This design comes from an exercise in tuning for small area, a short achievable clock period and few clock cycles on the open sky130 flow, not from production work. RTL that was checked went through simulation tests only; none was proved equivalent to the original.

==> flow/design.v <==
`timescale 1ns/1ps
`default_nettype none
module md_slow_top (
	input  logic        clk_i,
	input  logic        rst_ni,
	input  logic        mult_en_i,
	input  logic        div_en_i,
	input  logic [1:0]  operator_i,
	input  logic [1:0]  signed_mode_i,
	input  logic [31:0] op_a_i,
	input  logic [31:0] op_b_i,
	output logic [31:0] result_o,
	output logic        valid_o
);
	localparam logic [2:0] S_IDLE = 3'd0;
	localparam logic [2:0] S_PREP = 3'd1;
	localparam logic [2:0] S_ITER = 3'd2;
	localparam logic [2:0] S_DONE = 3'd3;
	localparam logic [2:0] S_FIX  = 3'd4;
	logic [2:0]  st_q, st_d;
	logic [4:0]  cnt_q, cnt_d;
	logic [35:0] r_q, r_d;      
	logic [31:0] l_q, l_d;      
	logic [32:0] d_q;           
	logic [4:0]  x_q, x_d;      
	logic [7:0]  bs_q, bs_d;    
	logic [4:0]  asel_q, asel_d;  
	logic        outl_q, outl_d;  
	logic        sa_q;          
	logic        sb_q;          
	logic [1:0]  op_q;          
	logic en;
	logic is_div;
	logic is_mulh;
	assign en      = mult_en_i | div_en_i;
	assign is_div  = operator_i[1];
	assign is_mulh = (operator_i == 2'd1);
	logic is_div_q, is_mulh_q;
	assign is_div_q  = op_q[1];
	assign is_mulh_q = (op_q == 2'd1);
	logic        sign_a, sign_b;
	logic [31:0] xa, xb;
	logic        b_zero;
	assign sign_a = op_a_i[31] & signed_mode_i[0];
	assign sign_b = op_b_i[31] & signed_mode_i[1];
	assign xa     = op_a_i ^ {32{sign_a}};
	assign xb     = op_b_i ^ {32{sign_b}};
	assign b_zero = (op_b_i == 32'd0);
	logic [31:0] a_xs, b_xs;
	logic [3:0]  c0a, c0b, c0;
	logic        swap;
	assign a_xs = op_a_i ^ {32{op_a_i[31]}};
	assign b_xs = op_b_i ^ {32{op_b_i[31]}};
	always_comb begin
		c0a = 4'd7;
		c0b = 4'd7;
		for (int c = 6; c >= 0; c--) begin
			if ((a_xs >> (4*c+3)) == 32'd0) c0a = 4'(c);
			if ((b_xs >> (4*c+3)) == 32'd0) c0b = 4'(c);
		end
	end
	assign swap = (operator_i == 2'd0) & (c0a < c0b);
	assign c0   = swap ? c0a : c0b;
	always_ff @(posedge clk_i) begin
		d_q  <= is_div ? {1'b0, xb} : (swap ? {1'b0, op_b_i} : {sign_a, op_a_i});
		sa_q <= sign_a;
		sb_q <= sign_b;
	end
	function automatic logic [5:0] msbpos(input logic [31:0] x);
		logic [15:0] v2;
		logic [7:0]  v3;
		logic [3:0]  v4;
		logic [1:0]  v5;
		logic [15:0] p1;
		logic [15:0] p2;
		logic [11:0] p3;
		logic [7:0]  p4;
		logic [4:0]  p5;
		for (int i = 0; i < 16; i++) begin
			v2[i] = x[2*i+1] | x[2*i];
			p1[i] = x[2*i+1];
		end
		for (int i = 0; i < 8; i++) begin
			v3[i] = v2[2*i+1] | v2[2*i];
			p2[2*i +: 2] = v2[2*i+1] ? {1'b1, p1[2*i+1]} : {1'b0, p1[2*i]};
		end
		for (int i = 0; i < 4; i++) begin
			v4[i] = v3[2*i+1] | v3[2*i];
			p3[3*i +: 3] = v3[2*i+1] ? {1'b1, p2[4*i+2 +: 2]} : {1'b0, p2[4*i +: 2]};
		end
		for (int i = 0; i < 2; i++) begin
			v5[i] = v4[2*i+1] | v4[2*i];
			p4[4*i +: 4] = v4[2*i+1] ? {1'b1, p3[6*i+3 +: 3]} : {1'b0, p3[6*i +: 3]};
		end
		p5 = v5[1] ? {1'b1, p4[7:4]} : {1'b0, p4[3:0]};
		msbpos = {v5[1] | v5[0], p5};
	endfunction
	logic [5:0] pa, pb;
	logic [5:0] pdiff;
	logic       q_zero;
	assign pa     = msbpos(xa);
	assign pb     = msbpos(xb);
	assign pdiff  = {1'b0, pb[4:0]} - {1'b0, pa[4:0]};
	assign q_zero = pb[5] & (~pa[5] ? ({4'd0, sign_a} <= pb[4:0]) :
			(~pdiff[5] & (pdiff[4:0] > {4'd0, sign_a})));
	logic [5:0] a_len, b_len;
	logic [6:0] len_diff;
	logic [4:0] j0_in;
	assign a_len    = (pa[5] ? {1'b0, pa[4:0]} + 6'd1 : 6'd0) + {5'd0, sign_a};
	assign b_len    = pb[5] ? {1'b0, pb[4:0]} + 6'd1 : 6'd0;
	assign len_diff = {1'b0, a_len} - {1'b0, b_len};
	assign j0_in    = len_diff[5] ? 5'd31 : len_diff[4:0];
	function automatic logic [2:0] booth_enc(input logic [2:0] b);
		logic one, two, neg;
		one = b[1] ^ b[0];
		two = (b[2] & ~b[1] & ~b[0]) | (~b[2] & b[1] & b[0]);
		neg = b[2] & ~(b[1] & b[0]);
		booth_enc = {neg, two, one};
	endfunction
	function automatic logic [35:0] booth_pp(input logic [32:0] a, input logic [2:0] s);
		logic [35:0] sel;
		sel = s[0] ? {{3{a[32]}}, a} : (s[1] ? {{2{a[32]}}, a, 1'b0} : 36'd0);
		booth_pp = s[2] ? ~sel : sel;
	endfunction
	logic [7:0]  bs;
	assign bs = bs_q;
	logic [35:0] pp_hi, pp_lo, acc_in, row1, cs_s, cs_c, mul_sum;
	logic [36:0] mul_sum_x;
	logic        neg_hi, cin;
	assign pp_hi  = booth_pp(d_q, bs[6:4]);
	assign pp_lo  = booth_pp(d_q, bs[3:1]);
	assign neg_hi = bs[6];
	assign cin    = bs[6] | bs[7];
	always_comb begin
		acc_in = ({36{asel_q[0]}} & {r_q[31:0], 4'd0})
		       | ({36{asel_q[1]}} & {{4{r_q[35]}}, r_q[35:4]})
		       | ({36{asel_q[2]}} & {r_q[34:0], l_q[31]})
		       | ({36{asel_q[3]}} & (r_q ^ {36{sa_q}}))
		       | ({36{asel_q[4]}} & {4'hf, ~l_q});
	end
	assign row1      = {pp_hi[33:0], neg_hi, bs[0]};
	assign cs_s      = acc_in ^ row1 ^ pp_lo;
	assign cs_c      = (acc_in & row1) | (acc_in & pp_lo) | (row1 & pp_lo);
	assign mul_sum_x = {cs_s, 1'b1} + {cs_c[34:0], neg_hi, cin};
	assign mul_sum   = mul_sum_x[36:1];
	logic qb, fix;
	assign qb  = ~mul_sum[35];
	assign fix = op_q[0] | (sa_q ^ sb_q);
	logic [36:0] bx;
	logic [4:0]  chunk_d;
	logic [4:0]  nidx;
	logic        plus1_d;
	assign bx = {{4{sign_b}}, (swap ? op_a_i : op_b_i), 1'b0};
	always_comb begin
		if (st_q == S_IDLE) nidx = is_mulh ? 5'd0 : {1'b0, c0};
		else                nidx = is_mulh_q ? cnt_q + 5'd1 : cnt_q - 5'd1;
		chunk_d = 5'd0;
		for (int c = 0; c < 9; c++) begin
			if (nidx == 5'(c)) chunk_d = bx[4*c +: 5];
		end
		plus1_d = 1'b0;
		bs_d = {plus1_d, booth_enc(chunk_d[4:2]), booth_enc(chunk_d[2:0]), 1'b0};
		bs_d[0] = bs_d[3];
		if (is_div) begin
			if (st_q == S_ITER && cnt_q == 5'd0) begin
				if (op_q[0]) bs_d = {sa_q, 3'b000, mul_sum[35] & sa_q, 1'b0, mul_sum[35],
						mul_sum[35] & (sa_q ^ sb_q)};
				else         bs_d = 8'b10000000;
			end else if (st_q == S_ITER) begin
				bs_d = {4'b0000, ~mul_sum[35], 2'b01, ~mul_sum[35] ^ sb_q};
			end else begin
				bs_d = {4'b0000, 3'b101, ~sign_b};
			end
		end
	end
	logic [4:0]  j0;
	logic [31:0] rot, rmask, abs_a;
	logic [4:0]  rsh;
	assign j0       = x_q;
	assign rsh      = j0;
	assign abs_a    = (r_q[31:0] ^ {32{sa_q}}) + {31'd0, sa_q};
	always_comb begin
		rot = {abs_a[0], abs_a[31:1]};
		if (rsh[0]) rot = {rot[0], rot[31:1]};
		if (rsh[1]) rot = {rot[1:0], rot[31:2]};
		if (rsh[2]) rot = {rot[3:0], rot[31:4]};
		if (rsh[3]) rot = {rot[7:0], rot[31:8]};
		if (rsh[4]) rot = {rot[15:0], rot[31:16]};
		for (int i = 0; i < 32; i++) begin
			rmask[i] = (6'(i) < (6'd31 - {1'b0, rsh}));
		end
	end
	logic fix_done;
	assign fix_done = (st_q == S_FIX) & op_q[0] & ~r_q[35] & ~sa_q;
	always_comb begin
		st_d   = st_q;
		cnt_d  = cnt_q;
		r_d    = r_q;
		l_d    = l_q;
		x_d    = x_q;
		outl_d = outl_q;
		if (en) begin
			case (st_q)
				S_IDLE: begin
					if (!is_div) begin
						r_d    = '0;
						outl_d = 1'b0;
						cnt_d  = is_mulh ? 5'd0 : {1'b0, c0};
						st_d   = S_ITER;
					end else begin
						r_d    = {4'd0, op_a_i};
						l_d    = {32{b_zero}};
						x_d    = j0_in;
						outl_d = ~operator_i[0];
						st_d   = (b_zero | q_zero) ? S_DONE : S_PREP;
					end
				end
				S_PREP: begin
					r_d   = {4'd0, rot & rmask};
					l_d   = rot & ~rmask;
					cnt_d = j0;
					st_d  = S_ITER;
				end
				S_ITER: begin
					r_d = mul_sum;
					if (!is_div_q) begin
						if (is_mulh_q) begin
							cnt_d = cnt_q + 5'd1;
							if (cnt_q == 5'd8) st_d = S_DONE;
						end else begin
							cnt_d = cnt_q - 5'd1;
							if (cnt_q == 5'd0) st_d = S_DONE;
						end
					end else begin
						l_d   = {l_q[30:0], qb};
						cnt_d = cnt_q - 5'd1;
						if (cnt_q == 5'd0) begin
							st_d   = fix ? S_FIX : S_DONE;
							outl_d = ~op_q[0] & ~fix;
						end
					end
				end
				S_FIX: begin
					outl_d = 1'b0;
					if (fix_done) begin
						st_d = S_IDLE;
					end else begin
						r_d  = mul_sum;
						st_d = S_DONE;
					end
				end
				default: begin
					st_d = S_IDLE;
				end
			endcase
		end
	end
	always_comb begin
		case (st_q)
			S_IDLE:  asel_d = {3'b000, is_mulh, ~is_div & ~is_mulh};
			S_PREP:  asel_d = 5'b00100;
			S_ITER:  asel_d = (is_div_q && cnt_q == 5'd0) ? (op_q[0] ? 5'b01000 : 5'b10000) : asel_q;
			default: asel_d = asel_q;
		endcase
	end
	always_ff @(posedge clk_i or negedge rst_ni) begin
		if (!rst_ni) begin
			st_q <= S_IDLE;
		end else begin
			st_q <= st_d;
		end
	end
	always_ff @(posedge clk_i) begin
		cnt_q  <= cnt_d;
		r_q    <= r_d;
		l_q    <= l_d;
		x_q    <= x_d;
		outl_q <= outl_d;
		if (en && st_q == S_IDLE) op_q <= operator_i;
		if (en) asel_q <= asel_d;
		if (en) bs_q <= bs_d;
	end
	assign result_o = outl_q ? l_q : r_q[31:0];
	assign valid_o  = (st_q == S_DONE) | fix_done;
endmodule
`default_nettype wire
clock: 8.0 ns
lec_check: 0
abc_area: 1
cap_margin: 20
core_margin: 2
core_utilization: 45
setup_slack_margin: 3.0
slew_margin: 20
standard.sh (not shown) runs the stock make flow with config.mk's settings and CLKGATE_MAP_FILE= SYNTH_SCRIPT=/design/flow/synth_recipe.tcl, a recipe that flattens the netlist after the stock synthesis.
==> flow/flow/run.sh <==
#!/bin/bash
# The standard layout, except that the port buffers are plain buf_2 cells
# instead of the delay-cell buffers that buffer_ports picks by default.
# make's full output goes to flow.log in the work folder.
set -euo pipefail
bash standard.sh "BUFFER_PORTS_ARGS=-buffer_cell sky130_fd_sc_hd__buf_2" finish > flow.log 2>&1
==> next run, changes <==
--- a/flow/design.v
+++ b/flow/design.v
@@ -19,13 +19,13 @@
 	localparam logic [2:0] S_FIX  = 3'd4;
 	logic [2:0]  st_q, st_d;
 	logic [4:0]  cnt_q, cnt_d;
 	logic [35:0] r_q, r_d;      
 	logic [31:0] l_q, l_d;      
 	logic [32:0] d_q;           
-	logic [4:0]  x_q, x_d;      
+	logic [11:0] x_q, x_d;      
 	logic [7:0]  bs_q, bs_d;    
 	logic [4:0]  asel_q, asel_d;  
 	logic        outl_q, outl_d;  
 	logic        sa_q;          
 	logic        sb_q;          
 	logic [1:0]  op_q;          
@@ -100,19 +100,12 @@
 	logic       q_zero;
 	assign pa     = msbpos(xa);
 	assign pb     = msbpos(xb);
 	assign pdiff  = {1'b0, pb[4:0]} - {1'b0, pa[4:0]};
 	assign q_zero = pb[5] & (~pa[5] ? ({4'd0, sign_a} <= pb[4:0]) :
 			(~pdiff[5] & (pdiff[4:0] > {4'd0, sign_a})));
-	logic [5:0] a_len, b_len;
-	logic [6:0] len_diff;
-	logic [4:0] j0_in;
-	assign a_len    = (pa[5] ? {1'b0, pa[4:0]} + 6'd1 : 6'd0) + {5'd0, sign_a};
-	assign b_len    = pb[5] ? {1'b0, pb[4:0]} + 6'd1 : 6'd0;
-	assign len_diff = {1'b0, a_len} - {1'b0, b_len};
-	assign j0_in    = len_diff[5] ? 5'd31 : len_diff[4:0];
 	function automatic logic [2:0] booth_enc(input logic [2:0] b);
 		logic one, two, neg;
 		one = b[1] ^ b[0];
 		two = (b[2] & ~b[1] & ~b[0]) | (~b[2] & b[1] & b[0]);
 		neg = b[2] & ~(b[1] & b[0]);
 		booth_enc = {neg, two, one};
@@ -170,16 +163,21 @@
 				bs_d = {4'b0000, ~mul_sum[35], 2'b01, ~mul_sum[35] ^ sb_q};
 			end else begin
 				bs_d = {4'b0000, 3'b101, ~sign_b};
 			end
 		end
 	end
+	logic [6:0]  len_diff;
 	logic [4:0]  j0;
 	logic [31:0] rot, rmask, abs_a;
 	logic [4:0]  rsh;
-	assign j0       = x_q;
+	logic [5:0] a_len, b_len;
+	assign a_len    = (x_q[11] ? {1'b0, x_q[10:6]} + 6'd1 : 6'd0) + {5'd0, sa_q};
+	assign b_len    = x_q[5] ? {1'b0, x_q[4:0]} + 6'd1 : 6'd0;
+	assign len_diff = {1'b0, a_len} - {1'b0, b_len};
+	assign j0       = len_diff[5] ? 5'd31 : len_diff[4:0];
 	assign rsh      = j0;
 	assign abs_a    = (r_q[31:0] ^ {32{sa_q}}) + {31'd0, sa_q};
 	always_comb begin
 		rot = {abs_a[0], abs_a[31:1]};
 		if (rsh[0]) rot = {rot[0], rot[31:1]};
 		if (rsh[1]) rot = {rot[1:0], rot[31:2]};
@@ -207,13 +205,13 @@
 						outl_d = 1'b0;
 						cnt_d  = is_mulh ? 5'd0 : {1'b0, c0};
 						st_d   = S_ITER;
 					end else begin
 						r_d    = {4'd0, op_a_i};
 						l_d    = {32{b_zero}};
-						x_d    = j0_in;
+						x_d    = {pa, pb};
 						outl_d = ~operator_i[0];
 						st_d   = (b_zero | q_zero) ? S_DONE : S_PREP;
 					end
 				end
 				S_PREP: begin
 					r_d   = {4'd0, rot & rmask};
Outcome: Clock-buffer cell count shrinks by 2; worst setup slack gets better by 92 ps; non-clock buffer count goes down by 11; fmax grows by 1.9%; final area drops by 2.9%; synthesized area drops by 1.1%; flip-flop and latch count goes up by 7; critical path depth falls by 1; die area shrinks by 1.0%; routed wire length decreases by 2.1%; hold slack is better by 35 ps.
Testbench counts after the change, summed over its fixed seeds: cycles 19,363.
No functional check of the RTL was part of the first run of this note.

## separate check: timing with driven ports
In the flow no input, the clock included, has a driving cell. The finished layouts below were timed again as built, in two steps.
Step 1 assumes that a clkbuf_16 drives the clock port and a buf_2 every other input.
Step 2 adds t to the input delays and takes it off the output delays; t is the mean of the earliest and latest rising clock arrival at the registers after step 1. Input paths then give back, and output paths get back, about the clock's delay inside the block.
Slacks: no drivers / after step 1 / after step 2; pairs: no drivers / after step 1.
| run | t, ns | setup WS [ns] | worst data-port slew with drivers (ns) |
|---|---|---|---|
| the first run | 0.512 | 3.030 / 2.950 / 2.438 | 0.14 |
| the second run | 0.532 | 3.121 / 3.127 / 2.594 | 0.09 |
After both steps every run listed still meets setup and hold. For the first run, which loses most, drivers alone change the setup slack by -0.080 ns; drivers and shift together by -0.592 ns.
